This is an optimization exercise on Yosys and OpenROAD, whose aim is small area, a short achievable clock period and few clock cycles per item, not a production implementation. No functional check of the RTL was part of any run shown here. Power figures rest on the tool's default switching activity, not on a simulated workload.

===== design/flow/config.mk =====
export PLATFORM = sky130hd
export DESIGN_NAME = four_key_debounce_long_press_events
export DESIGN_NICKNAME = four_key_debounce_long_press_events
export VERILOG_FILES = /design/flow/design.v
export SDC_FILE = /design/flow/constraint.sdc
export NUM_CORES = 4
export LEC_CHECK = 0
export CAP_MARGIN = 20
export CORE_MARGIN = 2
export CORE_UTILIZATION = 40
export SLEW_MARGIN = 20

===== design/flow/constraint.sdc =====
create_clock -name core_clock -period 13.0 [get_ports {clk}]
set_input_delay 2.6000 -clock core_clock [delete_from_list [all_inputs] [get_ports {clk}]]
set_output_delay 2.6000 -clock core_clock [all_outputs]
set_load 0.01 [all_outputs]

===== design/flow/design.v =====
package fkd_pkg;
  localparam int TIME_BITS_DEF = 32;
  localparam int NUM_KEYS      = 4;
  localparam int NOW_W         = 32;
  localparam int MS_W          = 16;
  localparam int CFG_IDX_W     = 2;
  localparam int EV_W          = 3;
  localparam logic [MS_W-1:0] DEBOUNCE_RST = 16'd30;
  localparam logic [MS_W-1:0] LONG_RST     = 16'd1200;
  localparam logic [CFG_IDX_W-1:0] CFG_DEBOUNCE = 2'd0;
  localparam logic [CFG_IDX_W-1:0] CFG_LONG     = 2'd1;
  localparam logic OP_TICK  = 1'b0;
  localparam logic OP_FETCH = 1'b1;
  typedef enum logic [EV_W-1:0] {
    EV_NONE       = 3'd0,
    EV_FUNC_SHORT = 3'd1,
    EV_FUNC_LONG  = 3'd2,
    EV_PLUS       = 3'd3,
    EV_MINUS      = 3'd4,
    EV_OK         = 3'd5
  } ev_t;
  typedef struct packed {
    logic stable_nxt;
    logic rise;
    logic fall;
  } lane_st_t;
  typedef struct packed {
    logic [EV_W-1:0]     event_code;
    logic [NUM_KEYS-1:0] stable_keys;
  } res_t;
endpackage
import fkd_pkg::*;
module fkd_lane #(
  parameter int TIME_BITS = fkd_pkg::TIME_BITS_DEF
) (
  input  logic                      clk,
  input  logic                      rst_n,
  input  logic                      tick,
  input  logic [TIME_BITS-1:0]      now,
  input  logic                      lvl,
  input  logic [15:0]               win_q,
  input  logic [15:0]               win_a,
  input  logic [15:0]               win_o,
  input  logic                      dh_zero,
  input  logic                      dh_plus1,
  input  logic                      dh_minus1,
  input  logic                      debounce_zero,
  output logic                      stable,
  output logic                      stable_nxt,
  output logic                      rise,
  output logic                      fall
);
  logic        last_r;
  logic        stable_r;
  logic [15:0] change_lo_r;
  logic        change_hb_r;
  logic        moved;
  logic        c_gt_now, win_ge1, win_ge2;
  logic        held_ok;
  logic        accept;
  assign moved = lvl ^ last_r;
  fkd_gt16 u_gt_now (.a(change_lo_r), .b(now[15:0]), .gt(c_gt_now));
  fkd_win16 u_win (
    .c   (change_lo_r),
    .q   (win_q),
    .a   (win_a),
    .o   (win_o),
    .ge1 (win_ge1),
    .ge2 (win_ge2)
  );
  logic hz_nb, hz_b;
  logic ok_nb, ok_b;
  logic pre, acc_moved;
  assign hz_nb   = change_hb_r ? dh_minus1 : dh_zero;
  assign hz_b    = change_hb_r ? dh_zero   : dh_plus1;
  assign ok_nb   = !(hz_nb && win_ge1);
  assign ok_b    = !(hz_b && win_ge2);
  assign held_ok = c_gt_now ? ok_b : ok_nb;
  assign pre       = tick && (lvl ^ stable_r);
  assign acc_moved = pre && debounce_zero;
  assign accept    = moved ? acc_moved : (pre && held_ok);
  assign stable     = stable_r;
  assign stable_nxt = stable_r ^ accept;
  assign rise       = accept && lvl;
  assign fall       = accept && !lvl;
  always_ff @(posedge clk) begin
    if (!rst_n) begin
      last_r   <= 1'b0;
      stable_r <= 1'b0;
    end else begin
      if (tick) last_r <= lvl;
      stable_r <= stable_nxt;
    end
  end
  always_ff @(posedge clk) begin
    if (tick && moved) change_lo_r <= now[15:0];
    if (tick)          change_hb_r <= !moved && c_gt_now;
  end
endmodule
module fkd_cout16 (
  input  logic [15:0] g,
  input  logic [15:0] p,
  output logic        c
);
  logic [7:0] g1, p1;
  logic [3:0] g2, p2;
  logic [1:0] g3, p3;
  for (genvar i = 0; i < 8; i++) begin : g_l1
    assign g1[i] = g[2*i+1] | (p[2*i+1] & g[2*i]);
    assign p1[i] = p[2*i+1] & p[2*i];
  end
  for (genvar i = 0; i < 4; i++) begin : g_l2
    assign g2[i] = g1[2*i+1] | (p1[2*i+1] & g1[2*i]);
    assign p2[i] = p1[2*i+1] & p1[2*i];
  end
  for (genvar i = 0; i < 2; i++) begin : g_l3
    assign g3[i] = g2[2*i+1] | (p2[2*i+1] & g2[2*i]);
    assign p3[i] = p2[2*i+1] & p2[2*i];
  end
  assign c = g3[1] | (p3[1] & g3[0]);
endmodule
module fkd_gt16 (
  input  logic [15:0] a,
  input  logic [15:0] b,
  output logic        gt
);
  fkd_cout16 u_c (.g(a & ~b), .p(a | ~b), .c(gt));
endmodule
module fkd_win16 (
  input  logic [15:0] c,
  input  logic [15:0] q,
  input  logic [15:0] a,
  input  logic [15:0] o,
  output logic        ge1,
  output logic        ge2
);
  logic [15:0] s, m;
  logic        co;
  assign s = c ^ q;           
  assign m = a | (c & o);     
  fkd_cout16 u_c (.g({s[15:1] & m[14:0], 1'b0}), .p({s[15:1] | m[14:0], 1'b0}), .c(co));
  assign ge1 = m[15] | co;
  assign ge2 = m[15] & co;
endmodule
module fkd_plus1_16 (
  input  logic [15:0] x,
  input  logic [15:0] y,
  output logic        eq
);
  logic [16:0] z;
  logic [15:0] t;
  assign z = {1'b1, x ^ y};
  for (genvar i = 0; i < 16; i++) begin : g_t
    if (i == 0) begin : g_0
      assign t[i] = z[0] && (x[0] ^ z[1]);
    end else begin : g_i
      assign t[i] = !z[i] || (z[i-1] && (x[i] ^ z[i+1]));
    end
  end
  assign eq = &t;
endmodule
module fkd_held_ge (
  input  logic [31:0] now,
  input  logic [31:0] c,
  input  logic [15:0] win_q,
  input  logic [15:0] win_a,
  input  logic [15:0] win_o,
  output logic        ge
);
  logic c_gt_now, win_ge1, win_ge2, hi_eq, hi_eq1;
  fkd_gt16 u_gt_now (.a(c[15:0]), .b(now[15:0]), .gt(c_gt_now));
  fkd_win16 u_win (
    .c   (c[15:0]),
    .q   (win_q),
    .a   (win_a),
    .o   (win_o),
    .ge1 (win_ge1),
    .ge2 (win_ge2)
  );
  fkd_plus1_16 u_p1 (.x(now[31:16]), .y(c[31:16]), .eq(hi_eq1));
  assign hi_eq = (now[31:16] == c[31:16]);
  assign ge = c_gt_now ? !(hi_eq1 && win_ge2) : !(hi_eq && win_ge1);
endmodule
import fkd_pkg::*;
module fkd_merge #(
  parameter int TIME_BITS = fkd_pkg::TIME_BITS_DEF
) (
  input  logic                                      clk,
  input  logic                                      rst_n,
  input  logic                                      tick,
  input  logic                                      fetch,
  input  logic [TIME_BITS-1:0]                      now,
  input  logic [15:0]                               win_q,
  input  logic [15:0]                               win_a,
  input  logic [15:0]                               win_o,
  input  logic                                      long_zero,
  input  logic                                      lvl0,
  input  logic                                      stable0,
  input  logic [fkd_pkg::NUM_KEYS-1:0]              st_stable_nxt,
  input  logic [fkd_pkg::NUM_KEYS-1:0]              st_rise,
  input  logic [fkd_pkg::NUM_KEYS-1:0]              st_fall,
  output logic [fkd_pkg::EV_W-1:0]                  event_code
);
  logic [EV_W-1:0]      slot_r;
  logic [TIME_BITS-1:0] press_r;
  logic                 sent_r;
  logic                 press_ok;
  logic                 long_hit;
  logic                 slot_free;
  fkd_held_ge u_held (
    .now    (now),
    .c      (press_r),
    .win_q  (win_q),
    .win_a  (win_a),
    .win_o  (win_o),
    .ge     (press_ok)
  );
  assign long_hit  = st_rise[0] ? long_zero : (st_stable_nxt[0] && !sent_r && press_ok);
  assign slot_free = (slot_r == EV_NONE);
  assign event_code = fetch ? slot_r : EV_NONE;
  always_ff @(posedge clk) begin
    if (!rst_n) begin
      slot_r <= EV_NONE;
      sent_r <= 1'b0;
    end else if (fetch) begin
      slot_r <= EV_NONE;
    end else if (tick) begin
      if (st_rise[0]) sent_r <= 1'b0;
      if (slot_free) begin
        if (st_fall[0] && !sent_r) begin
          slot_r <= EV_FUNC_SHORT;
        end else if (long_hit) begin
          slot_r <= EV_FUNC_LONG;
          sent_r <= 1'b1;
        end else if (st_fall[1]) begin
          slot_r <= EV_PLUS;
        end else if (st_fall[2]) begin
          slot_r <= EV_MINUS;
        end else if (st_fall[3]) begin
          slot_r <= EV_OK;
        end
      end
    end
  end
  always_ff @(posedge clk) begin
    if (tick && lvl0 && !stable0) press_r <= now;
  end
endmodule
import fkd_pkg::*;
module four_key_debounce_long_press_events #(
  parameter int TIME_BITS = fkd_pkg::TIME_BITS_DEF
) (
  input  logic                         clk,
  input  logic                         rst_n,
  input  logic                         in_valid,
  output logic                         in_ready,
  input  logic                         in_operation,
  input  logic [fkd_pkg::NOW_W-1:0]    in_now_time,
  input  logic [fkd_pkg::NUM_KEYS-1:0] in_raw_pressed,
  output logic                         out_valid,
  input  logic                         out_ready,
  output logic [fkd_pkg::EV_W-1:0]     out_event_code,
  output logic [fkd_pkg::NUM_KEYS-1:0] out_stable_keys,
  input  logic                         cfg_valid,
  output logic                         cfg_ready,
  input  logic [fkd_pkg::CFG_IDX_W-1:0] cfg_index,
  input  logic [fkd_pkg::MS_W-1:0]     cfg_data
);
  localparam int RES_W = EV_W + NUM_KEYS;
  logic                 in_ready_r;
  logic                 accept;
  logic                 tick_q, fetch_q;
  logic [TIME_BITS-1:0] now_q;
  logic [NUM_KEYS-1:0]  raw_q;
  logic                 deb_we_q, long_we_q;
  logic [MS_W-1:0]      cfg_data_q;
  assign cfg_ready = 1'b1;
  assign in_ready  = in_ready_r;
  assign accept    = in_valid && in_ready_r;
  always_ff @(posedge clk) begin
    if (!rst_n) begin
      tick_q    <= 1'b0;
      fetch_q   <= 1'b0;
      deb_we_q  <= 1'b0;
      long_we_q <= 1'b0;
    end else begin
      tick_q    <= accept && (in_operation == OP_TICK);
      fetch_q   <= accept && (in_operation == OP_FETCH);
      deb_we_q  <= cfg_valid && (cfg_index == CFG_DEBOUNCE);
      long_we_q <= cfg_valid && (cfg_index == CFG_LONG);
    end
  end
  always_ff @(posedge clk) begin
    now_q      <= TIME_BITS'(in_now_time);
    raw_q      <= in_raw_pressed;
    cfg_data_q <= cfg_data;
  end
  logic [MS_W-1:0] debounce_r, long_r;
  always_ff @(posedge clk) begin
    if (!rst_n) begin
      debounce_r <= DEBOUNCE_RST;
      long_r     <= LONG_RST;
    end else begin
      if (deb_we_q)  debounce_r <= cfg_data_q;
      if (long_we_q) long_r     <= cfg_data_q;
    end
  end
  logic [NUM_KEYS-1:0] st_rise, st_fall;
  logic [NUM_KEYS-1:0] stable_all;
  logic [NUM_KEYS-1:0] stable_cur;
  logic [EV_W-1:0]     code;
  logic                deb_zero, long_zero;
  logic [15:0] dq, da, do_, lq, la, lo;
  assign dq  = ~(debounce_r ^ now_q[15:0]);
  assign da  = debounce_r & ~now_q[15:0];
  assign do_ = debounce_r | ~now_q[15:0];
  assign lq  = ~(long_r ^ now_q[15:0]);
  assign la  = long_r & ~now_q[15:0];
  assign lo  = long_r | ~now_q[15:0];
  logic [15:0] t_hi_r;
  logic        dh_zero, dh_plus1, dh_minus1;
  always_ff @(posedge clk) begin
    if (tick_q) t_hi_r <= now_q[31:16];
  end
  assign dh_zero = (now_q[31:16] == t_hi_r);
  fkd_plus1_16 u_dh_p1 (.x(now_q[31:16]), .y(t_hi_r), .eq(dh_plus1));
  fkd_plus1_16 u_dh_m1 (.x(t_hi_r), .y(now_q[31:16]), .eq(dh_minus1));
  assign deb_zero  = (debounce_r == '0);
  assign long_zero = (long_r == '0);
  for (genvar k = 0; k < NUM_KEYS; k++) begin : g_lane
    fkd_lane #(.TIME_BITS(TIME_BITS)) u_lane (
      .clk           (clk),
      .rst_n         (rst_n),
      .tick          (tick_q),
      .now           (now_q),
      .lvl           (raw_q[k]),
      .win_q         (dq),
      .win_a         (da),
      .win_o         (do_),
      .dh_zero       (dh_zero),
      .dh_plus1      (dh_plus1),
      .dh_minus1     (dh_minus1),
      .debounce_zero (deb_zero),
      .stable        (stable_cur[k]),
      .stable_nxt    (stable_all[k]),
      .rise          (st_rise[k]),
      .fall          (st_fall[k])
    );
  end
  fkd_merge #(.TIME_BITS(TIME_BITS)) u_merge (
    .clk           (clk),
    .rst_n         (rst_n),
    .tick          (tick_q),
    .fetch         (fetch_q),
    .now           (now_q),
    .win_q         (lq),
    .win_a         (la),
    .win_o         (lo),
    .long_zero     (long_zero),
    .lvl0          (raw_q[0]),
    .stable0       (stable_cur[0]),
    .st_stable_nxt (stable_all),
    .st_rise       (st_rise),
    .st_fall       (st_fall),
    .event_code    (code)
  );
  logic [RES_W-1:0] res, q0_r, q1_r, q2_r;
  logic             v0_r, v1_r, v2_r;
  logic             wr, pop;
  logic             v0_n, v1_n, v2_n;
  assign res = {code, stable_all};
  assign wr  = tick_q || fetch_q;
  assign pop = v0_r && out_ready;
  always_comb begin
    if (pop && !wr) begin
      v0_n = v1_r; v1_n = v2_r; v2_n = 1'b0;
    end else if (!pop && wr) begin
      v0_n = 1'b1; v1_n = v0_r; v2_n = v1_r;
    end else begin
      v0_n = v0_r; v1_n = v1_r; v2_n = v2_r;
    end
  end
  always_ff @(posedge clk) begin
    if (!rst_n) begin
      v0_r       <= 1'b0;
      v1_r       <= 1'b0;
      v2_r       <= 1'b0;
      in_ready_r <= 1'b1;
    end else begin
      v0_r <= v0_n;
      v1_r <= v1_n;
      v2_r <= v2_n;
      in_ready_r <= !v1_n || (!v2_n && !accept);
    end
  end
  logic ld0, ld1, ld2, sh0, sh1;
  assign ld0 = !v0_r || (pop && !v1_r);
  assign sh0 = pop && v1_r;
  assign ld1 = pop ? !v2_r : !v1_r;
  assign sh1 = pop && v2_r;
  assign ld2 = pop || !v2_r;
  always_ff @(posedge clk) begin
    if (ld0 || sh0) q0_r <= ld0 ? res : q1_r;
    if (ld1 || sh1) q1_r <= ld1 ? res : q2_r;
    if (ld2)        q2_r <= res;
  end
  assign out_valid       = v0_r;
  assign out_event_code  = q0_r[RES_W-1 -: EV_W];
  assign out_stable_keys = q0_r[NUM_KEYS-1:0];
endmodule

===== design/flow/flow/run.sh =====
#!/bin/bash
# Own layout flow: the standard flow (standard synthesis unchanged), with
# timing repair aimed below the clock period and stronger port buffers.
set -euo pipefail
export SETUP_SLACK_MARGIN=${SETUP_SLACK_MARGIN:-9.9}
export BUFFER_PORTS_ARGS="-buffer_cell sky130_fd_sc_hd__buf_4"
bash standard.sh > std_flow.log 2>&1

===== design/flow/standard.sh =====
#!/bin/bash
# synth_recipe.tcl (not shown) runs the flow's synth.tcl, then flattens the netlist and writes it again
# the make line also repeats each setting of config.mk as NAME=value (left out here)
make -C /OpenROAD-flow-scripts/flow DESIGN_CONFIG=/design/flow/config.mk WORK_HOME=/design/flow/orfs CLKGATE_MAP_FILE= SYNTH_SCRIPT=/design/flow/synth_recipe.tcl "${@:-finish}"

==> results of run 1 <==
==> flip-flops by register name, indices dropped and copies added (netlist names), 3 cells and up <==
| register | count |
|---|---|
| g_lane.u_lane.change_lo_r | 64 |
| now_q | 32 |
| u_merge.press_r | 32 |
| cfg_data_q | 16 |
| debounce_r | 16 |
| long_r | 16 |
| t_hi_r | 16 |
| q0_r | 7 |
| q1_r | 7 |
| q2_r | 7 |
| g_lane.u_lane.change_hb_r | 4 |
| g_lane.u_lane.last_r | 4 |
| g_lane.u_lane.stable_r | 4 |
| raw_q | 4 |
| u_merge.slot_r | 3 |
==> layer usage <==
metal / share of wire / up-vias / wire length, um
li1: - / 4762 / -
met1: 0.46 / 4985 / 16800
met2: 0.45 / 333 / 16500
met3: 0.067 / 44 / 2420
met4: 0.020 / 0 / 738
met5: 0 / - / 0
==> cell usage after synthesis, types with 24 or more instances <==
| library cell | number | area [um2] |
|---|---|---|
| edfxtp_1 | 137 | 4110 |
| inv_1 | 108 | 405 |
| dfxtp_1 | 104 | 2080 |
| nor2b_1 | 83 | 519 |
| fa_1 | 75 | 1500 |
| nand2b_1 | 59 | 369 |
| nand2_1 | 56 | 210 |
| a21oi_1 | 48 | 240 |
| nor2_1 | 43 | 161 |
| o21ai_0 | 39 | 195 |
| mux2i_1 | 34 | 340 |
| xor2_1 | 26 | 228 |
| o22ai_1 | 24 | 150 |
==> metrics by stage <==
stage	setup WS [ps]	hold WS, ps	total power (W)	utilization
after global routing	9250	511	0.00199	0.504
after global placement	8760	469	0.00110	0.439
final	9300	478	0.00191	0.504
after CTS	9260	483	0.00191	0.495
after detailed placement	8640	472	0.00110	0.439
after floorplan	9550	420	0.00103	-
==> kinds of logic (layout without fill, tap and decap cells) <==
logic type      after synthesis  count (layout)  share of synthesized area
simple gates                358             358                      0.149
fa+ha+maj                   100             100                      0.130
mux                          54              54                     0.0424
other cells                   1               1                   0.000277
xor+xnor                     50              50                     0.0372
compound gates              273             273                      0.144
buf+inv                     137             321                     0.0391
flops                       241             241                      0.458
==> how the worst max path moves through the flow <==
| stage | to | slack, ps | cells past startpoint |
|---|---|---|---|
| floorplan | q0_r[0] | 9550 | 3 |
| global placement | q1_r[1] | 8760 | 12 |
| detailed placement | q1_r[1] | 8640 | 12 |
| CTS | out_stable_keys[1] | 9260 | 1 |
| global route | out_stable_keys[1] | 9250 | 1 |
| finish | out_stable_keys[1] | 9300 | 1 |
==> final cells by class <==
| class | count | area (um2) | area share |
|---|---|---|---|
| Clock inverter | 10 | 88.8 | 0.00527 |
| Sequential cell | 241 | 6290 | 0.373 |
| Timing Repair Buffer | 159 | 1320 | 0.0783 |
| Multi-Input combinational cell | 836 | 7300 | 0.433 |
| Clock buffer | 40 | 810 | 0.0480 |
| Inverter | 112 | 499 | 0.0296 |
| Tap cell | 448 | 561 | 0.0332 |
==> timing repair <==
item | CTS | global route
buffers inserted | 64 | 23
pin swaps | 37 | 24
setup endpoints to repair | 35 | 34
gates resized for setup | 140 | 36
gates cloned | 0 | 0
==> power groups by stage <==
stage,Clock (W),Combinational [W],Sequential [W]
2_1_floorplan,0,0.000155,0.000873
6_report,0.000769,0.000270,0.000866
5_1_grt,0.000821,0.000296,0.000870
4_1_cts,0.000787,0.000256,0.000867
3_5_place_dp,0,0.000212,0.000890
3_3_place_gp,0,0.000210,0.000889
==> results.tsv, run 1 <==
metric	value	unit
Routed Antenna Nets	0	
Routability Congestion	0.933	
NetSw	0.000491	W
Max Cap Viol	0	
CTS tree	built	
commonest non-fill, non-tap cell in the layout	edfxtp_1	
Area after DPL	14700	um2
global-route wire length before repair	57400	um
Max stage delay on crit path	410	ps
worst-margin pin slew	1020	ps
R2R Setup Slk	9550	ps
GR Overflow Total	0	
synthesized cell area	13500	um2
CP top delay family	flip-flops	
yosys warns	3	
Distinct cells, synth	93	
post-synthesis sequential area ratio	0.458	
final wirelength	36400	um
proportion of power drawn by combinational gates	0.142	
Worst Path Max Fanout	1	
# IOs	70	
CP Capture Type	output pin	
Pint	0.00142	W
Post-Syn Instances	1214	
endpoints failing setup	0	
largest net degree at the start of global routing	50	
WP data arrival	1100	ps
vias in the first global route	10200	
Core ar.	33400	um2
final worst-path cycle share	0.284	
dpl hpwl	26100	um
Clock power frac	0.404	
Pwr Density	113	nW/um2
Critical Path Source Type	register	
syn_area_per_cell	11.1	um2
hold depth	2	
clk_skew	14.2	ps
Synth Flop Type	edfxtp_1	
GR Util met2	0.328	
hold_sp	cfg_data_q[2]	
r2r endpoint	q1_r[2]	
met1 Use GR	0.299	
Max Fclk	0.270	GHz
slowest stage cell, crit path	edfxtp_1	
Die Ht	188	um
worst path cell trace	buf_6	
Pleak	6.24	nW
min cycle time layout	3700	ps
clock latency on the worst-skew pair	550	ps
met3 usage	0.0309	
non-filler cells, final	1846	
Wirelength per Cell	19.7	um
worst relative slew slack	0.318	
Die X	188	um
Post-Syn Nets	1351	
via count	10100	
RSZ-0062 raised after global routing	true	
R2R depth	13	
worst min-delay path class	reg2reg	
P&R area growth vs syn	24.8	%
Initial Utilization	0.404	
diode count	0	
Hold Path Sink	debounce_r[2]	
Sequential Power Share	0.455	
NumNets Final	1514	
Net Sw Frac	0.257	
Synth Register Bits	241	
# fillers	3012	
Final Hold Vio Count	0	
die footprint	35300	um2
Post-synth EDFFs	137	
CTS buffer count	27	
H-tree depth	1	
pins over their slew limit	0	
DR DRC count	0	
CTS Hold Bufs	0	
largest buffer count on any clock path	3	
busiest grt layer	met2	
number of DRC markers in iteration 0	850	
CTS root buffer	clkbuf_16	
clk sink count	241	
maximum VDD drop	110	uV
final instance area	16900	um2
Reg clk slew, reported paths	60	ps
IO buf count	68	
most frequent cells in the layout	137 x edfxtp_1, 134 x buf_4, 86 x inv_1	
reg2reg start	debounce_r[3]	
Worst Path Required	10400	ps
initial antenna violation count	0	
GRT Overall Usage	0.207	
Critical path origin	q0_r[1]	
layout cell share with drive strength beyond 1	0.261	
FP Rows	67	
Post-synth ARST share	0	
Setup Total Neg Slack	0	ps
vias per cell	5.48	
placed cell count	1709	
drt pass-1 iters	8	
CP Class	reg2out	
Buf/Inv on CP	1	
status	complete, no violations	
==> inputs of run 2 (changes only) <==
==> design/flow/flow/run.sh (replaced) <==
#!/bin/bash
# Own layout flow: the standard flow (standard synthesis unchanged), with
# timing repair aimed below the clock period and stronger port buffers.
set -euo pipefail
export SETUP_SLACK_MARGIN=${SETUP_SLACK_MARGIN:-9.6}
export BUFFER_PORTS_ARGS="-buffer_cell sky130_fd_sc_hd__buf_4"
bash standard.sh > std_flow.log 2>&1
==> run 2 against run 1 <==
First-iteration DRC count increased by 1.1%. Final cell count fell by 0.92%. Routed wire length rose by 1.9%. Still clean. Maximum frequency increased by 0.22%. Non-clock buffer count shrank 17. Flip-flop and latch count stayed put. Design area shrank 1.0%. Highest routed layer unchanged. Global-route usage grew 0.15 points.
==> results.tsv, run 2 <==
metric	value	unit	change
synthesized cell area	13500	um2	unchanged
Critical Path Source Type	register		
largest net degree at the start of global routing	50		unchanged
P&R area growth vs syn	23.5	%	
Synth Flop Type	edfxtp_1		
initial antenna violation count	0		unchanged
post-synthesis sequential area ratio	0.458		unchanged
synth top area cells	edfxtp_1 30%, dfxtp_1 15%, fa_1 11%		
most frequent cell after synthesis	edfxtp_1		
pins over their slew limit	0		unchanged
H-tree depth	1		unchanged
Worst Path Max Fanout	1		unchanged
GR Overflow Total	0		unchanged
largest buffer count on any clock path	3		unchanged
Post-Syn Nets	1351		unchanged
Synth top area share	0.304		unchanged
Worst Path Required	10400	ps	about the same
DR WL met2	16200	um	-1.5%
Post-synth ARST share	0		unchanged
hold depth	2		unchanged
status	complete, no violations		
CTS root buffer	clkbuf_16		
endpoints failing setup	0		unchanged
# fillers	3004		-0.27%
R2R Setup Slk	9520	ps	-30 ps
Post-synth EDFFs	137		unchanged
Routability Congestion	0.970		+4.0%
Post-Syn Instances	1214		unchanged
worst path cell trace	buf_6		
Core ar.	33400	um2	unchanged
Max stage delay on crit path	400	ps	about the same
commonest non-fill, non-tap cell in the layout	edfxtp_1		
WL met1	17900	um	+6.4%
commonest cells in the synthesized netlist	137 x edfxtp_1, 108 x inv_1, 104 x dfxtp_1, 83 x nor2b_1, 75 x fa_1		
overall power	0.00191	W	+0.11%
Hold Path Sink	u_merge.slot_r[1]		
maximum VDD drop	87.7	uV	-20%
biggest area consumer among synthesized cells	edfxtp_1		
# IOs	70		unchanged
Die Ht	188	um	unchanged
IO buf count	68		unchanged
syn_area_per_cell	11.1	um2	unchanged
vias per cell	5.49		about the same
reg2reg start	debounce_r[3]		
drt pass-1 iters	6		-2
CTS tree	built		
CTS buffer count	27		unchanged
final wirelength	37100	um	+1.9%
number of DRC markers in iteration 0	859		+1.1%
clk sink count	241		unchanged
Buf/Inv on CP	1		unchanged
global-route wire length before repair	57300	um	-0.30%
Distinct cells, synth	93		unchanged
Synth Register Bits	241		unchanged
R2R depth	13		unchanged
CP top delay family	flip-flops		
clock latency on the worst-skew pair	560	ps	about the same
Reg clk slew, reported paths	60	ps	about the same
worst min-delay path class	reg2reg		
yosys warns	3		unchanged
hold_sp	u_merge.slot_r[1]		
WP data arrival	1090	ps	about the same
dpl hpwl	26900	um	+3.3%
most frequent cells in the layout	137 x edfxtp_1, 123 x buf_4, 89 x inv_1		
NumNets Final	1497		-1.1%
Initial Utilization	0.404		unchanged
vias in the first global route	9789		-4.0%
Max Cap Viol	0		unchanged
min cycle time layout	3690	ps	-8.17 ps
die footprint	35300	um2	unchanged
Die X	188	um	unchanged
Final Hold Vio Count	0		unchanged
final hold slack	463	ps	-15.4 ps
RSZ-0062 raised after global routing	true		
Setup Total Neg Slack	0	ps	unchanged
Top Registers	g_lane.u_lane.change_lo_r x64, now_q x32, u_merge.press_r x32		
Pwr Density	114	nW/um2	+1.2%
final worst-path cycle share	0.284		-0.000628
r2r endpoint	q1_r[1]		
Pleak	6.13	nW	-1.8%
diode count	0		unchanged
DR DRC count	0		unchanged
CP Class	reg2out		
via count	10000		-0.88%
Routed Antenna Nets	0		unchanged
clk_skew	14.2	ps	+0.0610 ps
CP Capture Type	output pin		
Wirelength per Cell	20.3	um	+2.8%
GRT Overall Usage	0.208		+0.00149
highest metal used	met4		
worst relative slew slack	0.268		-0.0492
Largest Register	g_lane.u_lane.change_lo_r		
Max Fclk	0.271	GHz	+0.22%
slowest stage cell, crit path	edfxtp_1		
max reg flops	64		unchanged
worst-margin pin slew	1100	ps	+73.9 ps
layout cell share with drive strength beyond 1	0.246		-0.0149
wire length on met3	2240	um	-7.6%
FP Rows	67		unchanged
run 2: cell counts after synthesis:
Identical to the previous run, type by type.
run 2: logic make-up (layout without fill, tap and decap cells):
logic type / Yosys count / after routing / share of synthesized area
AND/OR/NAND/NOR: 358 / 358 / 0.149
AO/OA/AOI/OAI: 273 / 273 / 0.144
flip-flops: 241 / 241 / 0.458
buffers and inverters: 137 / 304 / 0.0391
adder cells (fa/ha/maj): 100 / 100 / 0.130
multiplexers: 54 / 54 / 0.0424
XOR/XNOR: 50 / 50 / 0.0372
other: 1 / 1 / 0.000277
run 2: report_power, final:
group	leakage [nW]	internal (W)	switching, W
Combinational	3.50	0.000125	0.000141
Sequential	2.18	0.000832	0.0000326
Clock	0.450	0.000464	0.000313
run 2: final cells by class:
cell class	count	area (um2)	share of cell area
clock buffers	36	749	0.0449
flip-flops and latches	241	6280	0.376
repair buffers	142	1140	0.0684
well taps	448	561	0.0336
multi-input cells	836	7310	0.438
clock inverters	14	154	0.00922
inverters	112	495	0.0297
run 2: metal layers:
layer  up-vias  global-route usage
met3        50              0.0333
li1       4717                   -
met5         -                   0
met1      4950               0.313
met4         0              0.0512
met2       318               0.314
run 2: repair_timing:
| item | in CTS | in global routing |
|---|---|---|
| setup buffers | 47 | 19 |
| resized for setup | 98 | 69 |
| pin swaps | 30 | 36 |
| endpoints found under the setup margin | 29 | 28 |
| hold buffers | 0 | 0 |
run 2: worst max path at each step:
stage / slack (ps) / cells past startpoint / start / end
6_report: 9310 / 1 / q0_r[1] / out_stable_keys[1]
5_1_grt: 9270 / 1 / q0_r[1] / out_stable_keys[1]
4_1_cts: 9280 / 1 / q0_r[1] / out_stable_keys[1]
3_5_place_dp: 8750 / 12 / now_q[10] / q1_r[1]
3_3_place_gp: 8650 / 12 / now_q[10] / q1_r[1]
2_1_floorplan: 9550 / 3 / out_ready / q0_r[0]
run 2: through the flow:
| step | cell area, um2 | std cells | worst slack [ps] | utilization |
|---|---|---|---|---|
| 4_1_cts | 16300 | 1810 | 9280 | 0.486 |
| 5_1_grt | 16700 | 1829 | 9270 | 0.499 |
| 3_5_place_dp | 14700 | 1713 | 8750 | 0.439 |
| 3_3_place_gp | 14700 | 1713 | 8650 | 0.439 |
| 6_report | 16700 | 1829 | 9310 | 0.499 |
| 2_1_floorplan | 13700 | 1214 | 9550 | - |
run 2: worst min-delay path, stage by stage (launching register included):
cell     delay (ps)
dfxtp_1         320
nand2_1          50
o21ai_1          50
==> inputs of run 3 (changes only) <==
--- a/design/flow/config.mk
+++ b/design/flow/config.mk
@@ -7,5 +7,7 @@
 export LEC_CHECK = 0
 export CAP_MARGIN = 20
 export CORE_MARGIN = 2
-export CORE_UTILIZATION = 40
+export CORE_UTILIZATION = 55
+export CTS_BUF_LIST = sky130_fd_sc_hd__clkbuf_8
+export CTS_CLUSTER_SIZE = 25
 export SLEW_MARGIN = 20
==> run 3 against run 2 <==
Routed wire length increased by 2.5%. Die area down 27%. Utilization is 19 points higher. Worst setup slack lost 15 ps. Count of clock-buffer cells in the layout up 15. Clock skew grew 14 ps. Register-to-register slack worse by 70 ps. Worst hold slack better by 19 ps. Critical path depth did not move. Largest power group unchanged.
==> results.tsv, run 3 <==
metric	value	unit	change
Reg clk slew, reported paths	60	ps	about the same
Distinct cells, synth	93		unchanged
Setup Total Neg Slack	0	ps	unchanged
CTS Hold Bufs	0		unchanged
clk_skew	27.8	ps	+13.6 ps
initial antenna violation count	0		unchanged
pins over their slew limit	0		unchanged
status	complete, no violations		
Synth Register Bits	241		unchanged
reg2reg start	now_q[7]		
GRT Overall Usage	0.298		+0.0897
Max stage delay on crit path	400	ps	about the same
Top Registers	g_lane.u_lane.change_lo_r x64, now_q x32, u_merge.press_r x32		
hold depth	0		-2
Max Fclk	0.270	GHz	-0.40%
WP data arrival	1100	ps	about the same
max reg flops	64		unchanged
largest net degree at the start of global routing	50		unchanged
Max Cap Viol	0		unchanged
most frequent cell after synthesis	edfxtp_1		
worst-margin pin slew	1110	ps	+10.6 ps
CP Capture Type	output pin		
CP Depth	1		unchanged
clock latency on the worst-skew pair	580	ps	+20 ps
Synth top area share	0.304		unchanged
syn_area_per_cell	11.1	um2	unchanged
clk sink count	241		unchanged
Pwr Density	116	nW/um2	+1.3%
biggest area consumer among synthesized cells	edfxtp_1		
worst relative slew slack	0.260		-0.00807
number of DRC markers in iteration 0	952		+11%
maximum VDD drop	114	uV	+29%
Largest Register	g_lane.u_lane.change_lo_r		
DR DRC count	0		unchanged
die footprint	25900	um2	-27%
Die Ht	161	um	-14%
global-route wire length before repair	59000	um	+3.0%
hold_sp	now_q[12]		
Pleak	6.24	nW	+1.8%
Die X	161	um	-14%
Routability Congestion	0.992		+2.3%
Routed Antenna Nets	0		unchanged
Post-synth EDFFs	137		unchanged
overall power	0.00192	W	+0.78%
Buf/Inv on CP	1		unchanged
final worst-path cycle share	0.285		+0.00113
post-synthesis sequential area ratio	0.458		unchanged
FP Rows	57		-15%
vias in the first global route	10400		+6.3%
Wirelength per Cell	21.9	um	+7.8%
yosys warns	3		unchanged
Post-Syn Nets	1351		unchanged
diode count	0		unchanged
H-tree depth	2		+1
CTS buffer count	41		+52%
NumNets Final	1518		+1.4%
P&R area growth vs syn	22.9	%	
# IOs	70		unchanged
CTS tree	built		
commonest cells in the synthesized netlist	137 x edfxtp_1, 108 x inv_1, 104 x dfxtp_1, 83 x nor2b_1, 75 x fa_1		
commonest non-fill, non-tap cell in the layout	edfxtp_1		
IO buf count	68		unchanged
worst min-delay path class	reg2reg		
synth top area cells	edfxtp_1 30%, dfxtp_1 15%, fa_1 11%		
CTS root buffer	clkbuf_8		
Worst Path Max Fanout	1		unchanged
layout cell share with drive strength beyond 1	0.261		+0.0148
R2R depth	12		-1
GR Overflow Total	0		unchanged
dpl hpwl	27500	um	+2.0%
synthesized cell area	13500	um2	unchanged
Initial Utilization	0.558		+0.153
vias per cell	5.93		+8.0%
endpoints failing setup	0		unchanged
Post-synth ARST share	0		unchanged
Critical Path Source Type	register		
largest buffer count on any clock path	3		unchanged
most frequent cells in the layout	137 x edfxtp_1, 135 x buf_4, 102 x inv_1		
Critical path origin	q0_r[2]		
min cycle time layout	3700	ps	+14.7 ps
worst path cell trace	buf_6		
Post-Syn Instances	1214		unchanged
CP top delay family	flip-flops		
final core occ	0.685		+0.186
Core ar.	24200	um2	-28%
Synth Flop Type	edfxtp_1		
RSZ-0062 raised after global routing	true		
Worst Path Required	10400	ps	about the same
Final Hold Vio Count	0		unchanged
CP Class	reg2out		
final wirelength	38000	um	+2.5%
drt pass-1 iters	5		-1
via count	10300		+2.6%
slowest stage cell, crit path	edfxtp_1		
run 3: cell counts after synthesis:
Identical to the previous run, type by type.
run 3: final cells by class:
cell class | instances | area (um2)
clock buffers | 51 | 702
clock inverters | 25 | 262
fillers | 1871 | 7640
inverters | 112 | 474
multi-input cells | 836 | 7310
flip-flops and latches | 241 | 6280
well taps | 324 | 405
repair buffers | 149 | 1170
run 3: worst paths after layout:
kind | slack (ps) | endpoint
hold reg to reg | 480 | g_lane[1].u_lane.change_lo_r[12]
hold / removal | 480 | g_lane[1].u_lane.change_lo_r[12]
setup / recovery | 9300 | out_stable_keys[2]
setup reg to reg | 9450 | q1_r[2]
run 3: layer usage:
layer | track usage | part of all wire
met1 | 0.402 | 0.42
met2 | 0.490 | 0.48
met3 | 0.0568 | 0.073
met4 | 0.0966 | 0.034
met5 | 0 | 0
run 3: cell families (layout without fill, tap and decap cells):
| family | count (synthesis) | count (layout) | share of synthesized area |
|---|---|---|---|
| flops | 241 | 241 | 0.458 |
| buf+inv | 137 | 337 | 0.0391 |
| other cells | 1 | 1 | 0.000277 |
| mux | 54 | 54 | 0.0424 |
| fa+ha+maj | 100 | 100 | 0.130 |
| compound gates | 273 | 273 | 0.144 |
| simple gates | 358 | 358 | 0.149 |
| xor+xnor | 50 | 50 | 0.0372 |
run 3: stage by stage:
step	setup WS, ps	hold WS [ps]	instance area, um2	std cells
after floorplan	9550	420	13700	1214
after global placement	8200	464	14500	1584
after detailed placement	8140	471	14500	1584
after CTS	9270	489	16300	1710
after global routing	9250	494	16600	1738
final	9300	482	16600	1738
run 3: power breakdown:
part | leakage (nW) | internal (W) | switching (W)
Sequential | 2.18 | 0.000832 | 0.0000360
Combinational | 3.53 | 0.000127 | 0.000143
Clock | 0.532 | 0.000460 | 0.000325
run 3: timing repair:
| action | CTS | global route |
|---|---|---|
| endpoints found under the setup margin | 29 | 27 |
| resized for setup | 119 | 37 |
| setup buffers | 50 | 28 |
| cloned | 0 | 0 |
| pin swaps | 27 | 34 |
==> inputs of run 4 (changes only) <==
--- a/design/flow/design.v
+++ b/design/flow/design.v
@@ -399,8 +399,12 @@
   assign ld1 = pop ? !v2_r : !v1_r;
   assign sh1 = pop && v2_r;
   assign ld2 = pop || !v2_r;
+  logic hd0;
+  assign hd0 = !(ld0 || sh0);
+  always_ff @(posedge clk) begin
+    q0_r <= ({RES_W{ld0}} & res) | ({RES_W{sh0}} & q1_r) | ({RES_W{hd0}} & q0_r);
+  end
   always_ff @(posedge clk) begin
-    if (ld0 || sh0) q0_r <= ld0 ? res : q1_r;
     if (ld1 || sh1) q1_r <= ld1 ? res : q2_r;
     if (ld2)        q2_r <= res;
   end
--- a/design/flow/config.mk
+++ b/design/flow/config.mk
@@ -8,6 +8,7 @@
 export CAP_MARGIN = 20
 export CORE_MARGIN = 2
 export CORE_UTILIZATION = 55
-export CTS_BUF_LIST = sky130_fd_sc_hd__clkbuf_8
+export CTS_BUF_LIST = sky130_fd_sc_hd__clkbuf_16
+export CTS_CLUSTER_DIAMETER = 80
 export CTS_CLUSTER_SIZE = 25
 export SLEW_MARGIN = 20
==> run 4 against run 3 <==
Still clean. Maximum frequency grew 2.6%. Register-to-register slack lost 60 ps. Global-route usage shrank 1.6 points. Clock power shrank 37%. Total power shrank 16%. Sequential power shrank 0.5%. Flip-flop and latch count is the same. Final cell count shrank 1.2%. Clock skew grew 15 ps. Utilization shrank 2.8 points. Largest cell class unchanged. Largest power group unchanged.
==> results.tsv, run 4 <==
metric	value	unit	change
Pleak	5.95	nW	-4.5%
CP Capture Type	register		
status	complete, no violations		
Max Cap Viol	0		unchanged
CTS buffer count	15		-63%
via count	10200		-0.89%
WP data arrival	4080	ps	+2980 ps
Post-Syn Instances	1268		+4.4%
CTS root buffer	clkbuf_16		
largest net degree at the start of global routing	50		unchanged
Worst Path Required	13470	ps	+3070 ps
global-route wire length before repair	56600	um	-4.0%
dpl hpwl	27100	um	-1.4%
Wirelength per Cell	21.3	um	-2.4%
Die Ht	161	um	+0.44%
Top Registers	g_lane.u_lane.change_lo_r x64, now_q x32, u_merge.press_r x32		
GR Overflow Total	0		unchanged
commonest cells in the synthesized netlist	130 x edfxtp_1, 128 x inv_1, 111 x dfxtp_1, 84 x nor2b_1, 75 x fa_1		
Worst Path Max Fanout	5		+4
P&R area growth vs syn	17.1	%	
post-synthesis sequential area ratio	0.449		-0.00921
initial antenna violation count	0		unchanged
clk sink count	241		unchanged
IO buf count	68		unchanged
Largest Register	g_lane.u_lane.change_lo_r		
clk_skew	43.0	ps	+15.2 ps
pins over their slew limit	0		unchanged
DR DRC count	0		unchanged
Post-Syn Nets	1405		+4.0%
Synth top area share	0.286		-0.0181
worst-margin pin slew	1110	ps	+0.766 ps
R2R Setup Slk	9390	ps	-60 ps
Synth Flop Type	edfxtp_1		
largest buffer count on any clock path	3		unchanged
GRT Overall Usage	0.282		-0.0164
endpoints failing setup	0		unchanged
die footprint	26100	um2	+0.88%
vias in the first global route	10100		-3.4%
Initial Utilization	0.561		+0.00336
CTS tree	built		
CP Class	reg2reg		
# IOs	70		unchanged
yosys warns	3		unchanged
clock latency on the worst-skew pair	530	ps	-50 ps
number of DRC markers in iteration 0	781		-18%
min cycle time layout	3610	ps	-94.3 ps
final hold slack	488	ps	+6.45 ps
Critical Path Source Type	register		
Die X	161	um	+0.44%
r2r endpoint	u_merge.slot_r[2]		
final wirelength	36700	um	-3.6%
Reg clk slew, reported paths	90	ps	+30 ps
Final Hold Vio Count	0		unchanged
Post-synth ARST share	0		unchanged
Routed Antenna Nets	0		unchanged
layout cell share with drive strength beyond 1	0.206		-0.0549
synthesized cell area	13600	um2	+0.90%
most frequent cell after synthesis	edfxtp_1		
final worst-path cycle share	0.278		-0.00726
Setup crit end	u_merge.slot_r[2]		
Core ar.	24300	um2	+0.29%
biggest area consumer among synthesized cells	edfxtp_1		
NumNets Final	1521		+0.20%
worst relative slew slack	0.260		-0.000512
worst min-delay path class	reg2reg		
maximum VDD drop	114	uV	+0.68%
diode count	0		unchanged
Setup Total Neg Slack	0	ps	unchanged
Distinct cells, synth	92		-1.1%
vias per cell	5.95		+0.32%
H-tree depth	1		-1
Synth Register Bits	241		unchanged
Pwr Density	101	nW/um2	-13%
syn_area_per_cell	10.8	um2	-3.4%
Max Fclk	0.277	GHz	+2.6%
Routability Congestion	0.916		-7.7%
# fillers	1952		+4.3%
R2R depth	12		unchanged
most frequent cells in the layout	130 x edfxtp_1, 119 x inv_1, 105 x buf_4		
CTS Hold Bufs	0		unchanged
FP Rows	57		unchanged
Post-synth EDFFs	130		-5.1%
drt pass-1 iters	5		unchanged
max reg flops	64		unchanged
synth top area cells	edfxtp_1 29%, dfxtp_1 16%, fa_1 11%		
commonest non-fill, non-tap cell in the layout	edfxtp_1		
reg2reg start	debounce_r[2]		
RSZ-0062 raised after global routing	true		
Critical path origin	debounce_r[2]		
run 4: how the worst min path moves through the flow:
stage                               end  cells past startpoint  slack (ps)           from
final                     debounce_r[1]                      2         490  cfg_data_q[1]
after global routing      debounce_r[1]                      2         510  cfg_data_q[1]
after detailed placement  debounce_r[1]                      2         470  cfg_data_q[1]
after floorplan              t_hi_r[10]                      0         420      now_q[26]
after CTS                 debounce_r[1]                      2         500  cfg_data_q[1]
after global placement    debounce_r[1]                      2         470  cfg_data_q[1]
run 4: worst max-delay path: stages (launching register included):
cell	delay [ps]
dfxtp_2	440
inv_1	140
fa_1	570
nor2_1	60
o21ai_0	340
o21ai_1	120
o2111ai_2	150
nand3_2	180
o2111a_1	260
a311o_1	300
or4b_4	510
a2111oi_4	310
a32o_2	210
run 4: final cells by class:
cell class,count,area [um2],share of cell area
multi-input cells,872,7340,0.459
flip-flops and latches,241,6220,0.390
repair buffers,121,991,0.0620
inverters,133,559,0.0350
well taps,324,405,0.0254
clock buffers,15,375,0.0235
clock inverters,11,78.8,0.00494
run 4: repair_timing:
item,CTS,global route
pin swaps,29,28
setup endpoints to repair,29,25
buffers inserted,34,13
gates resized for setup,106,49
run 4: power breakdown:
| part | internal [W] | leakage (nW) | total, W | switching (W) |
|---|---|---|---|---|
| Clock | 0.000219 | 0.227 | 0.000494 | 0.000275 |
| Combinational | 0.000115 | 3.57 | 0.000251 | 0.000137 |
| Sequential | 0.000827 | 2.16 | 0.000864 | 0.0000372 |
run 4: per-layer routing:
metal / GRT usage / part of all wire / vias to the layer above
li1: - / - / 4830
met1: 0.379 / 0.42 / 5011
met2: 0.485 / 0.50 / 311
met3: 0.0362 / 0.052 / 56
met4: 0.0735 / 0.028 / 0
met5: 0 / 0 / -
run 4: kinds of logic after synthesis:
group                    after synthesis  synth area share
AO/OA/AOI/OAI                        277             0.148
XOR/XNOR                              48            0.0338
adder cells (fa/ha/maj)              108             0.135
buffers and inverters                155            0.0445
flip-flops                           241             0.449
multiplexers                          43            0.0320
other                                  1          0.000275
AND/OR/NAND/NOR                      395             0.157
run 4: per-stage QoR:
step | setup slack, ps | instances | cell area, um2 | util | power, W
final | 9390 | 1717 | 16000 | 0.657 | 0.00161
after global routing | 9280 | 1717 | 16000 | 0.657 | 0.00167
after CTS | 9390 | 1704 | 15700 | 0.644 | 0.00161
after detailed placement | 8230 | 1644 | 14600 | 0.600 | 0.00110
after global placement | 8320 | 1643 | 14600 | 0.599 | 0.00109
after floorplan | 9400 | 1268 | 13700 | - | 0.00102
==> inputs of run 5 (changes only) <==
--- a/design/flow/config.mk
+++ b/design/flow/config.mk
@@ -8,7 +8,6 @@
 export CAP_MARGIN = 20
 export CORE_MARGIN = 2
 export CORE_UTILIZATION = 55
-export CTS_BUF_LIST = sky130_fd_sc_hd__clkbuf_16
-export CTS_CLUSTER_DIAMETER = 80
-export CTS_CLUSTER_SIZE = 25
+export CTS_CLUSTER_DIAMETER = 100
+export CTS_CLUSTER_SIZE = 30
 export SLEW_MARGIN = 20
==> run 5 against run 4 <==
Clock skew fell by 11 ps. Critical path type unchanged. Design area rose by 0.21%. Area after synthesis did not move. Total power fell by 0.75%.
==> results.tsv, run 5 <==
metric	value	unit	change
initial antenna violation count	0		unchanged
drt pass-1 iters	6		+1
yosys warns	3		unchanged
Post-synth EDFFs	130		unchanged
hold_sp	cfg_data_q[1]		
Max Fclk	0.274	GHz	-0.95%
Reg clk slew, reported paths	110	ps	+20 ps
NumNets Final	1526		+0.33%
Routed Antenna Nets	0		unchanged
Critical path origin	debounce_r[7]		
CTS root buffer	clkbuf_16		
Largest Register	g_lane.u_lane.change_lo_r		
Wirelength per Cell	21.3	um	-0.44%
largest net degree at the start of global routing	50		unchanged
worst min-delay path class	reg2reg		
synth top area cells	edfxtp_1 29%, dfxtp_1 16%, fa_1 11%		
final wirelength	36500	um	-0.32%
status	complete, no violations		
most frequent cells in the layout	130 x edfxtp_1, 114 x inv_1, 114 x buf_4		
Synth Register Bits	241		unchanged
worst path cell trace	inv_4 > fa_2 > o21ai_2 > a2111oi_2 > o21ai_1 > o2111ai_2 > nand3_2 > o2111a_1 > a311o_1 > or4b_4 > a2111oi_4 > a32o_2		
FP Rows	57		unchanged
Post-Syn Nets	1405		unchanged
layout cell share with drive strength beyond 1	0.211		+0.00544
biggest area consumer among synthesized cells	edfxtp_1		
IO buf count	68		unchanged
min cycle time layout	3640	ps	+34.6 ps
via count	10300		+0.66%
synthesized cell area	13600	um2	unchanged
most frequent cell after synthesis	edfxtp_1		
Distinct cells, synth	92		unchanged
commonest cells in the synthesized netlist	130 x edfxtp_1, 128 x inv_1, 111 x dfxtp_1, 84 x nor2b_1, 75 x fa_1		
Die X	161	um	unchanged
H-tree depth	1		unchanged
CTS tree	built		
pins over their slew limit	0		unchanged
maximum VDD drop	128	uV	+12%
diode count	0		unchanged
clk_skew	32.2	ps	-10.9 ps
pre-CTS WS	8230	ps	unchanged
WP data arrival	4090	ps	about the same
Clock power frac	0.299		-0.008
Worst Path Max Fanout	4		-1
post-synthesis sequential area ratio	0.449		unchanged
final worst-path cycle share	0.280		+0.00266
Routability Congestion	0.916		unchanged
vias per cell	5.98		+0.54%
worst relative slew slack	0.251		-0.00838
final setup margin	9360	ps	-34.6 ps
GRT Overall Usage	0.279		-0.00264
# IOs	70		unchanged
Final Hold Vio Count	0		unchanged
# fillers	1953		+0.051%
endpoints failing setup	0		unchanged
vias in the first global route	9984		-0.68%
die footprint	26100	um2	unchanged
NetSw	0.000444	W	-1.1%
Critical Path Source Type	register		
Worst Path Required	13440	ps	-30 ps
Net Sw Frac	0.278		-0.000934
Die Ht	161	um	unchanged
proportion of power drawn by combinational gates	0.160		+0.004
Post-Syn Instances	1268		unchanged
CTS buffer count	13		-2
worst-margin pin slew	1120	ps	+12.5 ps
clk sink count	241		unchanged
Multi-input gate area	7360	um2	+0.29%
global-route wire length before repair	56000	um	-1.1%
Core ar.	24300	um2	unchanged
Top Registers	g_lane.u_lane.change_lo_r x64, now_q x32, u_merge.press_r x32		
GR Overflow Total	0		unchanged
dpl hpwl	27100	um	unchanged
Pint	0.00115	W	-0.62%
CTS Hold Bufs	0		unchanged
max reg flops	64		unchanged
reg2reg start	debounce_r[7]		
Initial Utilization	0.561		unchanged
Pwr Density	99.8	nW/um2	-0.96%
Post-synth ARST share	0		unchanged
slowest stage cell, crit path	fa_2		
Register Area	6220	um2	about the same
Sequential Power Share	0.540		+0.003
largest buffer count on any clock path	3		unchanged
Synth top area share	0.286		unchanged
P&R area growth vs syn	17.3	%	
CP Class	reg2reg		
Max Cap Viol	0		unchanged
Setup Total Neg Slack	0	ps	unchanged
CP Capture Type	register		
commonest non-fill, non-tap cell in the layout	edfxtp_1		
Max stage delay on crit path	610	ps	+40 ps
Pleak	5.97	nW	+0.25%
clock latency on the worst-skew pair	510	ps	-20 ps
Synth Flop Type	edfxtp_1		
DR DRC count	0		unchanged
syn_area_per_cell	10.8	um2	unchanged
number of DRC markers in iteration 0	812		+4.0%
RSZ-0062 raised after global routing	true		
run 5: cell count changes in the layout (fill, tap and decap cells not counted), moves of 2 or more:
cell	before	now
buf_4	105	114
inv_1	119	114
o21ai_0	40	37
o21ai_1	6	9
clkbuf_1	0	2
dfxtp_1	68	70
dfxtp_2	25	23
inv_4	5	3
run 5: cells by family (layout without fill, tap and decap cells):
logic type | Yosys count | count (layout) | share of synthesized area
xor gates and xnor gates | 48 | 48 | 0.0338
other | 1 | 1 | 0.000275
and+or+nand+nor | 395 | 395 | 0.157
muxes | 43 | 43 | 0.0320
buffers and inverters | 155 | 282 | 0.0445
AOI/OAI and AO/OA | 277 | 277 | 0.148
DFF | 241 | 241 | 0.449
adders and majority gates | 108 | 108 | 0.135
run 5: critical path, delay by kind of cell (launching register included):
kind | cells | cell delay, ps
fa+ha+maj | 1 | 610
compound gates | 8 | 1780
simple gates | 2 | 730
buf+inv | 1 | 40
flops | 1 | 390
run 5: cell type report:
class	count	area share
Clock buffer	16	0.0224
Inverter	133	0.0353
Tap cell	324	0.0253
Sequential cell	241	0.389
Clock inverter	5	0.00453
Multi-Input combinational cell	872	0.460
Timing Repair Buffer	128	0.0640
run 5: power by group through the flow:
stage | logic (W) | clock network [W] | registers (W)
3_3_place_gp | 0.000209 | 0 | 0.000885
2_1_floorplan | 0.000150 | 0 | 0.000869
4_1_cts | 0.000239 | 0.000493 | 0.000863
3_5_place_dp | 0.000211 | 0 | 0.000886
6_report | 0.000256 | 0.000478 | 0.000863
5_1_grt | 0.000279 | 0.000518 | 0.000867
run 5: path summary, 6_finish.rpt:
kind	to	slack (ps)	cells after the start
worst max-delay path	u_merge.slot_r[2]	9360	12
worst min register to register	debounce_r[1]	490	2
worst max register to register	u_merge.slot_r[2]	9360	12
worst min-delay path	debounce_r[1]	490	2
run 5: repair_timing:
| action | in CTS | in global routing |
|---|---|---|
| resized for setup | 104 | 59 |
| pin swaps | 29 | 29 |
| setup endpoints to repair | 29 | 24 |
| setup buffers | 35 | 19 |
run 5: stage by stage:
step	util	hold WS, ps	instances	cell area [um2]	power (W)
finish	0.658	494	1719	16000	0.00160
CTS	0.643	501	1700	15600	0.00160
global placement	0.599	473	1643	14600	0.00109
global route	0.658	515	1719	16000	0.00166
detailed placement	0.600	469	1644	14600	0.00110
floorplan	-	420	1268	13700	0.00102
run 5: layer usage:
layer  up-vias  wire length (um)  track usage
met5         -                 0            0
met4         0               892       0.0690
met3        53              1910       0.0375
met2       329             18100        0.478
met1      5055             15600        0.378
li1       4838                 -            -
==> inputs of run 6 (changes only) <==
==> design/flow/flow/run.sh (replaced) <==
#!/bin/bash
# Own layout flow: the standard flow (standard synthesis unchanged), with
# timing repair aimed below the clock period, strong output port buffers and
# small input port buffers. Each tool's output goes to the logs under orfs/.
set -euo pipefail
here=$(pwd)
export SETUP_SLACK_MARGIN=${SETUP_SLACK_MARGIN:-9.6}
export BUFFER_PORTS_ARGS="-buffer_cell sky130_fd_sc_hd__buf_4"
export PRE_RESIZE_TCL=$here/flow/ports.tcl
bash standard.sh > std_flow.log 2>&1
==> design/flow/flow/ports.tcl (new file) <==
# Sourced before the placement resize step: the input ports keep their own
# buffer, but the smallest one; timing repair upsizes any that need it.
foreach inst [get_cells input*] {
  if { [get_property [get_lib_cells -of_objects $inst] name] == "sky130_fd_sc_hd__buf_4" } {
    replace_cell $inst sky130_fd_sc_hd__buf_1
  }
}
--- a/design/flow/config.mk
+++ b/design/flow/config.mk
@@ -8,6 +8,7 @@
 export CAP_MARGIN = 20
 export CORE_MARGIN = 2
 export CORE_UTILIZATION = 55
-export CTS_CLUSTER_DIAMETER = 100
-export CTS_CLUSTER_SIZE = 30
+export CTS_BUF_LIST = sky130_fd_sc_hd__clkbuf_16
+export CTS_CLUSTER_DIAMETER = 80
+export CTS_CLUSTER_SIZE = 25
 export SLEW_MARGIN = 20
==> run 6 against run 5 <==
Critical endpoint unchanged. Design area is 0.89% lower. Global-route usage hardly changed. Register-to-register slack barely moved. Total power increased by 0.58%. Largest cell class unchanged.
==> results.tsv, run 6 <==
metric	value	unit	change
CTS root buffer	clkbuf_16		
diode count	0		unchanged
via count	10200		-0.38%
Synth Area in Simple Gates	0.157		unchanged
final core occ	0.652		-0.00587
dpl hpwl	27100	um	about the same
layout cell share with drive strength beyond 1	0.172		-0.0391
xor/xnor share of the synthesized area	0.0338		unchanged
CTS buffer count	15		+2
Distinct cells, synth	92		unchanged
clk_skew	21.1	ps	-11.1 ps
die footprint	26100	um2	unchanged
adder-cell share of the synthesized area	0.135		unchanged
Synth Area in Compound Gates	0.148		unchanged
yosys warns	3		unchanged
vias in the first global route	10100		+1.4%
Die Ht	161	um	unchanged
GRT Overall Usage	0.279		+0.000382
P&R area growth vs syn	16.3	%	
status	complete, no violations		
GR Overflow Total	0		unchanged
commonest cells in the synthesized netlist	130 x edfxtp_1, 128 x inv_1, 111 x dfxtp_1, 84 x nor2b_1, 75 x fa_1		
IO buf count	68		unchanged
Max Fclk	0.275	GHz	+0.36%
final worst-path cycle share	0.279		-0.000993
overall power	0.00161	W	+0.58%
Max Cap Viol	0		unchanged
WP data arrival	4090	ps	about the same
worst relative slew slack	0.410		+0.158
endpoints failing setup	0		unchanged
synth top area cells	edfxtp_1 29%, dfxtp_1 16%, fa_1 11%		
Core ar.	24300	um2	unchanged
worst min-delay path class	reg2reg		
Synth Flop Type	edfxtp_1		
pins over their slew limit	0		unchanged
post-synthesis sequential area ratio	0.449		unchanged
maximum VDD drop	125	uV	-2.2%
max reg flops	64		unchanged
number of DRC markers in iteration 0	880		+8.4%
Critical Path Source Type	register		
RSZ-0062 raised after global routing	true		
worst-margin pin slew	886	ps	-236 ps
FP Rows	57		unchanged
Pleak	5.81	nW	-2.6%
Reg clk slew, reported paths	100	ps	about the same
Pwr Density	101	nW/um2	+1.5%
Initial Utilization	0.561		unchanged
final wirelength	36200	um	-0.93%
Routed Antenna Nets	0		unchanged
Setup crit end	u_merge.slot_r[2]		
most frequent cells in the layout	130 x edfxtp_1, 116 x inv_1, 84 x nor2b_1		
final setup margin	9370	ps	+12.9 ps
Worst Path Max Fanout	4		unchanged
Synth top area share	0.286		unchanged
Largest Register	g_lane.u_lane.change_lo_r		
Post-synth EDFFs	130		unchanged
Top Registers	g_lane.u_lane.change_lo_r x64, now_q x32, u_merge.press_r x32		
NumNets Final	1534		+0.52%
reg2reg start	g_lane[3].u_lane.change_lo_r[6]		
worst path cell trace	inv_2 > fa_2 > o31ai_2 > a2111oi_2 > o21ai_1 > o2111ai_2 > nand3_2 > o2111a_1 > a311o_1 > or4b_4 > a2111oi_4 > a32o_2		
global-route wire length before repair	56300	um	+0.53%
Post-Syn Nets	1405		unchanged
Final Hold Vio Count	0		unchanged
slowest stage cell, crit path	fa_2		
syn_area_per_cell	10.8	um2	unchanged
synthesized cell area	13600	um2	unchanged
commonest non-fill, non-tap cell in the layout	edfxtp_1		
largest net degree at the start of global routing	32		-36%
# IOs	70		unchanged
Wirelength per Cell	20.9	um	-1.4%
clk sink count	241		unchanged
Setup Total Neg Slack	0	ps	unchanged
most frequent cell after synthesis	edfxtp_1		
H-tree depth	1		unchanged
drt pass-1 iters	6		unchanged
Post-synth ARST share	0		unchanged
biggest area consumer among synthesized cells	edfxtp_1		
CTS tree	built		
Die X	161	um	unchanged
Max stage delay on crit path	610	ps	about the same
pre-CTS WS	8240	ps	+5.82 ps
Critical path origin	g_lane[3].u_lane.change_lo_r[6]		
Routability Congestion	0.916		unchanged
CTS Hold Bufs	0		unchanged
R2R depth	12		unchanged
largest family of logic cells by synthesized area	simple AND/OR/NAND/NOR gates		
Synth Register Bits	241		unchanged
Worst Path Required	13450	ps	about the same
clock latency on the worst-skew pair	510	ps	about the same
DR DRC count	0		unchanged
r2r endpoint	u_merge.slot_r[2]		
largest buffer count on any clock path	3		unchanged
Post-Syn Instances	1268		unchanged
CP Class	reg2reg		
initial antenna violation count	0		unchanged
min cycle time layout	3630	ps	-12.9 ps
mux cell area share after synthesis	0.0320		unchanged
vias per cell	5.92		-0.90%
CP Capture Type	register		
R2R Setup Slk	9370	ps	about the same
-- run 6: cell types whose count changed in the layout (fill, tap and decap cells not counted), sizes merged --
cell / previous run / this run
clkbuf: 17 / 15
inv: 126 / 128
buf: 127 / 134
clkinvlp: 6 / 7
clkinv: 5 / 6
-- run 6: layer usage --
metal / share of wire / vias to the layer above / GRT usage
met2: 0.49 / 291 / 0.477
met1: 0.43 / 5052 / 0.381
li1: - / 4839 / -
met3: 0.050 / 54 / 0.0313
met5: 0 / - / 0
met4: 0.028 / 0 / 0.0763
-- run 6: report_power, final --
part | total, W | switching [W] | internal, W
Combinational | 0.000250 | 0.000139 | 0.000111
Sequential | 0.000863 | 0.0000359 | 0.000827
Clock | 0.000494 | 0.000272 | 0.000221
Total | 0.00161 | 0.000447 | 0.00116
-- run 6: layout make-up --
cell class                 instances  area [um2]
fill                            1973        8460
sequential                       241        6220
clock inverter                     9        83.8
clock buffer                      15         375
timing repair buffer             134         873
multi-input combinational        872        7330
tap                              324         405
inverter                         133         573
-- run 6: kinds of logic after synthesis --
kind of cell	after synthesis
DFF	241
xor gates and xnor gates	48
other	1
and+or+nand+nor	395
AOI/OAI and AO/OA	277
muxes	43
adders and majority gates	108
buffers and inverters	155
-- run 6: critical path, delay by kind of cell (launching register included) --
family          cells  cell delay, ps
compound gates      8            1830
fa+ha+maj           1             610
buf+inv             1              60
flops               1             400
simple gates        2             700
-- run 6: timing repair --
action | CTS | global route
gates cloned | 0 | 0
gates resized for setup | 106 | 49
endpoints found under the setup margin | 38 | 24
pin swaps | 32 | 32
buffers inserted | 37 | 22
-- run 6: through the flow --
stage	hold WS [ps]	instance area, um2	std cells
floorplan	420	13700	1268
global placement	473	14600	1643
detailed placement	469	14400	1645
CTS	497	15500	1706
global route	512	15900	1728
finish	489	15900	1728
-- run 6: worst min path at each step --
stage / startpoint / to / slack (ps) / depth (start not counted)
finish: cfg_data_q[1] / debounce_r[1] / 490 / 2
global route: cfg_data_q[1] / debounce_r[1] / 510 / 2
detailed placement: cfg_data_q[1] / debounce_r[1] / 470 / 2
global placement: cfg_data_q[1] / debounce_r[1] / 470 / 2
floorplan: now_q[26] / t_hi_r[10] / 420 / 0
CTS: cfg_data_q[1] / debounce_r[1] / 500 / 2

static timing again, ports no longer ideal:
How much do the figures lean on ideal ports? The routed layouts below were timed once more, with nothing changed but the port constraints.
Step 1 (the two cells are an assumption about what drives the block):
set clk [get_ports {clk}]
set_driving_cell -lib_cell sky130_fd_sc_hd__clkbuf_16 $clk
set_driving_cell -lib_cell sky130_fd_sc_hd__buf_2 [delete_from_list [all_inputs] $clk]
Step 2 adds t to the input delays and takes it off the output delays; t is the mean of the earliest and latest rising clock arrival at the registers after step 1. Input paths then give back, and output paths get back, about the clock's delay inside the block.
a / b / c = no drivers / after step 1 / after step 2; a / b = the first two.
run | t (ns) | setup WS [ns] | worst setup path at the end | cell pins on the clock port's net
run 1 | 0.593 | 9.303 / 9.251 / 9.230 | input to register | 1
run 2 | 0.603 | 9.311 / 9.259 / 9.191 | input to register | 1
run 3 | 0.609 | 9.296 / 9.249 / 9.104 | input to register | 1
run 4 | 0.555 | 9.391 / 9.351 / 9.130 | input to register | 1
run 5 | 0.544 | 9.356 / 9.356 / 9.112 | input to register | 1
run 6 | 0.547 | 9.369 / 9.369 / 9.154 | input to register | 1
After both steps every run listed still meets setup and hold. For run 4, which loses most, drivers alone change the setup slack by -0.040 ns; drivers and shift together by -0.261 ns.
